This is an optimization exercise on Yosys and OpenROAD, whose aim is a short achievable clock period, not a production implementation. The RTL was checked by simulation tests, not by an equivalence proof against the original design. Power figures rest on the tool's default switching activity, not on a simulated workload.

== build 34 ==
## instr_mem_ctrl
module instr_mem_ctrl #(
  parameter int DATA_WIDTH = 32,
  parameter int ADDR_WIDTH = 32,
  parameter int DEPTH      = 64
) (
  input  logic                   clk,
  input  logic                   reset,
  input  logic                   load_start,
  input  logic                   load_valid,
  output logic                   load_ready,
  input  logic [DATA_WIDTH-1:0]  load_data,
  input  logic                   load_last,
  output logic [$clog2(DEPTH):0] load_count,
  input  logic                   fetch_valid,
  input  logic [ADDR_WIDTH-1:0]  fetch_addr,
  output logic                   fetch_ready,
  output logic                   instr_valid,
  output logic [DATA_WIDTH-1:0]  instr_out,
  output logic                   instr_fault,
  output logic                   busy
);
Size: ~3900 cells after synthesis, ~2200 flip-flops, ~110 I/O pins, roughly 0.085 mm² of cells after synthesis.
==> flow/config.mk <==
export PLATFORM = sky130hd
export DESIGN_NAME = instr_mem_ctrl
export DESIGN_NICKNAME = instr_mem_ctrl
export VERILOG_FILES = /design/flow/design.v
export SDC_FILE = /design/flow/constraint.sdc
export NUM_CORES = 4
export LEC_CHECK = 0
export CAP_MARGIN = 20
export CORE_MARGIN = 2
export CORE_UTILIZATION = 35
export PLACE_DENSITY = 0.45
export SETUP_SLACK_MARGIN = 2.2
export SLEW_MARGIN = 20
export SYNTH_HIERARCHICAL = 1
==> flow/constraint.sdc <==
create_clock -name core_clock -period 4.0 [get_ports {clk}]
set_input_delay 0.8000 -clock core_clock [delete_from_list [all_inputs] [get_ports {clk}]]
set_output_delay 0.8000 -clock core_clock [all_outputs]
set_load 0.01 [all_outputs]
standard.sh (not shown) runs the stock make flow with config.mk's settings and CLKGATE_MAP_FILE= SYNTH_SCRIPT=/design/flow/synth_recipe.tcl, a recipe that flattens the netlist after the stock synthesis.
==> flow/flow/run.sh <==
#!/bin/bash
set -euo pipefail
DU=$(make -s -C "$FLOW_HOME" DESIGN_CONFIG="$PWD/config.mk" WORK_HOME="$PWD/orfs" print-DONT_USE_CELLS \
     | sed -n 's/^DONT_USE_CELLS: //p')
[[ -n "$DU" ]] || { echo "could not read DONT_USE_CELLS" >&2; exit 1; }
bash standard.sh "DONT_USE_CELLS=$DU sky130_fd_sc_hd__a222oi_1" finish > flow_make.log 2>&1
What build 47 does differently from build 34 at the input level:
Settings: setting TNS_END_PERCENT to 10 for the first time.
==> notes.md <==
From build 34 to build 47 the numbers moved as follows: diode insertion count for antenna repair shows an increase of 2, wire length of the first global-routing pass lower.
Build 34 reports its cell at the slowest stage of the critical path as sky130_fd_sc_hd__dfrtp_4 while build 47 reports sky130_fd_sc_hd__mux4_1.
Diff build 34..build 47 | register cell area after layout | negligible
Build 47 vs. build 34: data required time of the worst path went up by 150 ps, routed wire length lost 11%, final core utilization shrank by 2.6 points.
Relative to build 34, post-route worst hold slack increased by 36 ps in build 47.
--- input diff build 47..build 35 ---
==> flow/flow/run.sh <==
#!/bin/bash
set -euo pipefail
DU=$(make -s -C "$FLOW_HOME" DESIGN_CONFIG="$PWD/config.mk" WORK_HOME="$PWD/orfs" print-DONT_USE_CELLS \
     | sed -n 's/^DONT_USE_CELLS: //p')
[[ -n "$DU" ]] || { echo "could not read DONT_USE_CELLS" >&2; exit 1; }
bash standard.sh "DONT_USE_CELLS=$DU sky130_fd_sc_hd__a222oi_1" \
  "PRE_DETAIL_PLACE_TCL=$PWD/flow/pull_out.tcl" finish > flow_make.log 2>&1
==> flow/flow/pull_out.tcl (new file) <==
# PRE_DETAIL_PLACE hook: put the register behind each output port (and an inverter between
# them, if any) beside the port's buffer, so the clock-to-output path has no long wire.
# Detailed placement then legalises them.
proc pull_out_driver {net} {
  foreach it [$net getITerms] {
    if {[$it isOutputSignal]} { return [$it getInst] }
  }
  return ""
}
proc pull_out_input_net {inst} {
  foreach it [$inst getITerms] {
    if {[$it isInputSignal] && [$it getNet] ne "NULL"} {
      set n [$it getNet]
      if {[$n getSigType] eq "SIGNAL"} { return $n }
    }
  }
  return ""
}
set pull_out_moved 0
foreach bterm [[ord::get_db_block] getBTerms] {
  if {[$bterm getIoType] ne "OUTPUT"} continue
  set net [$bterm getNet]
  if {$net eq "NULL"} continue
  set buf [pull_out_driver $net]
  if {$buf eq ""} continue
  set loc [$buf getLocation]
  set cur $buf
  # Walk back through at most two single-input cells to the register.
  for {set hop 0} {$hop < 3} {incr hop} {
    set in [pull_out_input_net $cur]
    if {$in eq ""} break
    set drv [pull_out_driver $in]
    if {$drv eq ""} break
    set master [[$drv getMaster] getName]
    set is_reg [string match "*__df*" $master]
    # Pull a register whatever else it feeds (its own hold mux); pull a gate only if it feeds
    # just this path.
    set nload 0
    foreach it [$in getITerms] { if {[$it isInputSignal]} { incr nload } }
    if {!$is_reg && $nload != 1} break
    $drv setLocation [lindex $loc 0] [lindex $loc 1]
    incr pull_out_moved
    if {$is_reg} break
    set cur $drv
  }
}
puts "pull_out: moved $pull_out_moved cells next to output buffers"
==> comparison <==
- Build 35: full flow OK, the timing, DRC and antenna checks passed
- Going from build 47 to build 35, cell area after layout grew by 0.0012 mm²; worst hold slack held steady; post-route total power held steady; biggest fanout along the worst timing path grew by about 150%; worst setup slack shrank by 47 ps.

========
instr_mem_ctrl, a different RTL version from the one above (not shown whole).
Size in the first run: roughly 2200 flip-flops, roughly 110 I/O pins.
Settings: LEC_CHECK=0, CAP_MARGIN=20, CORE_MARGIN=2, CORE_UTILIZATION=35, CTS_CLUSTER_DIAMETER=80, CTS_CLUSTER_SIZE=30, PLACE_DENSITY=0.45, SETUP_SLACK_MARGIN=2.2, SLEW_MARGIN=20; clock period 4.0 ns.
run.sh (not shown) runs the stock make flow with config.mk's settings and CLKGATE_MAP_FILE= SYNTH_SCRIPT=/design/flow/synth_recipe.tcl, a recipe that flattens the netlist after the stock synthesis.
Stock flow here: none of the scripts above is used.
Then changed:
==> flow/flow/run.sh (new file) <==
#!/bin/bash
set -euo pipefail
DU=$(make -s -C "$FLOW_HOME" DESIGN_CONFIG="$PWD/config.mk" WORK_HOME="$PWD/orfs" print-DONT_USE_CELLS \
     | sed -n 's/^DONT_USE_CELLS: //p')
[[ -n "$DU" ]] || { echo "could not read DONT_USE_CELLS" >&2; exit 1; }
bash standard.sh "DONT_USE_CELLS=$DU sky130_fd_sc_hd__a222oi_1" finish > flow_make.log 2>&1
==> flow/standard.sh (new file) <==
#!/bin/bash
# synth_recipe.tcl (not shown) runs the flow's synth.tcl, then flattens the netlist and writes it again
# the make line also repeats each setting of config.mk as NAME=value (left out here)
make -C /OpenROAD-flow-scripts/flow DESIGN_CONFIG=/design/flow/config.mk WORK_HOME=/design/flow/orfs CLKGATE_MAP_FILE= SYNTH_SCRIPT=/design/flow/synth_recipe.tcl "${@:-finish}"
--- a/flow/config.mk
+++ b/flow/config.mk
@@ -10,4 +10,2 @@
 export CORE_UTILIZATION = 35
-export CTS_CLUSTER_DIAMETER = 80
-export CTS_CLUSTER_SIZE = 30
 export PLACE_DENSITY = 0.45
@@ -15 +13,2 @@
 export SLEW_MARGIN = 20
+export TNS_END_PERCENT = 10
removed: flow/run.sh
Outcome: Wire length is lower by 12%; die area stays flat; setup slack gains 0.42 ns; fmax came out higher by 19%; sequential share of layout area climbs by 3.1 points; clock skew goes down by 0.0082 ns; area after synthesis barely changes; utilization came out lower by 2.6 points; sequential cell count does not change; count of clock-buffer cells in the layout went up by 164; global-route usage shrinks by 4.7 points.
Then changed:
==> flow/run.sh (new file) <==
#!/bin/bash
# synth_recipe.tcl (not shown) runs the flow's synth.tcl, then flattens the netlist and writes it again
# the make line also repeats each setting of config.mk as NAME=value (left out here)
make -C /OpenROAD-flow-scripts/flow DESIGN_CONFIG=/design/flow/config.mk WORK_HOME=/design/flow/orfs CLKGATE_MAP_FILE= SYNTH_SCRIPT=/design/flow/synth_recipe.tcl finish
--- a/flow/config.mk
+++ b/flow/config.mk
@@ -13,2 +13 @@
 export SLEW_MARGIN = 20
-export TNS_END_PERCENT = 10
removed: flow/flow/run.sh
removed: flow/standard.sh
Effect:
- The changed run completed with no timing, DRC or antenna violations
- final cell count grows by about 7%
- die area stays flat
- design area goes up by about 11%
- core utilization rose by 5.3 points
- clock-buffer cell count rose by 10
- fmax came out lower by 11%
- clock power came out lower by about 3%
Then changed:
==> flow/flow/run.sh (new file) <==
#!/bin/bash
set -euo pipefail
DU=$(make -s -C "$FLOW_HOME" DESIGN_CONFIG="$PWD/config.mk" WORK_HOME="$PWD/orfs" print-DONT_USE_CELLS \
     | sed -n 's/^DONT_USE_CELLS: //p')
[[ -n "$DU" ]] || { echo "could not read DONT_USE_CELLS" >&2; exit 1; }
EXTRA=""
for c in a222oi_1 nor4_1 nor4_2 nor4_4 nor4b_1 nor4b_2 nor4b_4 nor4bb_1 nor4bb_2 nor4bb_4 \
         or4_1 or4_2 or4_4 or4b_1 or4b_2 or4b_4 or4bb_1 or4bb_2 or4bb_4 \
         a2111oi_0 a2111oi_1 a2111oi_2 a2111oi_4; do
  EXTRA="$EXTRA sky130_fd_sc_hd__$c"
done
bash standard.sh "DONT_USE_CELLS=$DU $EXTRA" \
  "PRE_DETAIL_PLACE_TCL=$PWD/flow/pull_out.tcl" finish > flow_make.log 2>&1
==> flow/flow/pull_out.tcl (new file) <==
# PRE_DETAIL_PLACE hook: put the register behind each output port (and an inverter between
# them, if any) beside the port's buffer, so the clock-to-output path has no long wire.
# Detailed placement then legalises them.
proc pull_out_driver {net} {
  foreach it [$net getITerms] {
    if {[$it isOutputSignal]} { return [$it getInst] }
  }
  return ""
}
proc pull_out_input_net {inst} {
  foreach it [$inst getITerms] {
    if {[$it isInputSignal] && [$it getNet] ne "NULL"} {
      set n [$it getNet]
      if {[$n getSigType] eq "SIGNAL"} { return $n }
    }
  }
  return ""
}
set pull_out_moved 0
foreach bterm [[ord::get_db_block] getBTerms] {
  if {[$bterm getIoType] ne "OUTPUT"} continue
  set net [$bterm getNet]
  if {$net eq "NULL"} continue
  set buf [pull_out_driver $net]
  if {$buf eq ""} continue
  set loc [$buf getLocation]
  set cur $buf
  # Walk back through at most two single-input cells to the register.
  for {set hop 0} {$hop < 3} {incr hop} {
    set in [pull_out_input_net $cur]
    if {$in eq ""} break
    set drv [pull_out_driver $in]
    if {$drv eq ""} break
    set master [[$drv getMaster] getName]
    set is_reg [string match "*__df*" $master]
    # Pull a register whatever else it feeds (its own hold mux); pull a gate only if it feeds
    # just this path.
    set nload 0
    foreach it [$in getITerms] { if {[$it isInputSignal]} { incr nload } }
    if {!$is_reg && $nload != 1} break
    $drv setLocation [lindex $loc 0] [lindex $loc 1]
    incr pull_out_moved
    if {$is_reg} break
    set cur $drv
  }
}
puts "pull_out: moved $pull_out_moved cells next to output buffers"
==> flow/standard.sh (new file) <==
#!/bin/bash
# synth_recipe.tcl (not shown) runs the flow's synth.tcl, then flattens the netlist and writes it again
# the make line also repeats each setting of config.mk as NAME=value (left out here)
make -C /OpenROAD-flow-scripts/flow DESIGN_CONFIG=/design/flow/config.mk WORK_HOME=/design/flow/orfs CLKGATE_MAP_FILE= SYNTH_SCRIPT=/design/flow/synth_recipe.tcl "${@:-finish}"
removed: flow/run.sh
Outcome:
- power fell by 6.3%
- worst setup slack got worse by 0.35 ns
- die area goes up by 1.6%
- clock-buffer cell count grows by 11
- core utilization shrinks by 2.1 points
- non-clock buffer count drops by 91
- critical path depth increases by 1
- clock skew stays flat
- fmax came out lower by 12%

## what the ideal ports hide
The results above use ideal ports. As a check the final layouts listed here were re-extracted and re-timed, cells and wires unchanged.
Step 1 sets driving cells, clkbuf_16 on the clock port and buf_2 on the other inputs (assumed; they add their load-dependent delay and slew).
Step 2 moves the port delays by t, midway between the first and last clock arrival at a register: inputs arrive t later, outputs are due t later. That takes back most of the time a late clock gives input paths.
Three values: ideal, step 1, step 2; two values: the first two.
run | t, ns | setup WS [ns] | worst hold slack (ns) | clock arrival spread, ns
build 34 | 0.948 | 1.709 / 1.698 / 0.750 | 0.452 / 0.392 / 0.539 | 0.040 / 0.040
build 47 | 0.957 | 1.742 / 1.665 / 0.708 | 0.488 / 0.418 / 0.524 | 0.043 / 0.042
build 35 | 0.940 | 1.695 / 1.606 / 0.667 | 0.487 / 0.426 / 0.523 | 0.069 / 0.069
the first run of note 2 | 0.932 | 1.298 / 1.349 / 0.417 | 0.108 / 0.034 / 0.530 | 0.066 / 0.066
the second run of note 2 | 0.965 | 1.722 / 1.660 / 0.804 | 0.429 / 0.351 / 0.523 | 0.057 / 0.057
the third run of note 2 | 0.995 | 1.432 / 1.488 / 0.493 | 0.068 / -0.011 / 0.481 | 0.074 / 0.075
the fourth run of note 2 | 0.977 | 1.082 / 1.120 / 0.143 | 0.429 / 0.358 / 0.509 | 0.099 / 0.098
After both steps every run listed still meets setup and hold. For build 47, which loses most, drivers alone change the setup slack by -0.077 ns; drivers and shift together by -1.034 ns.
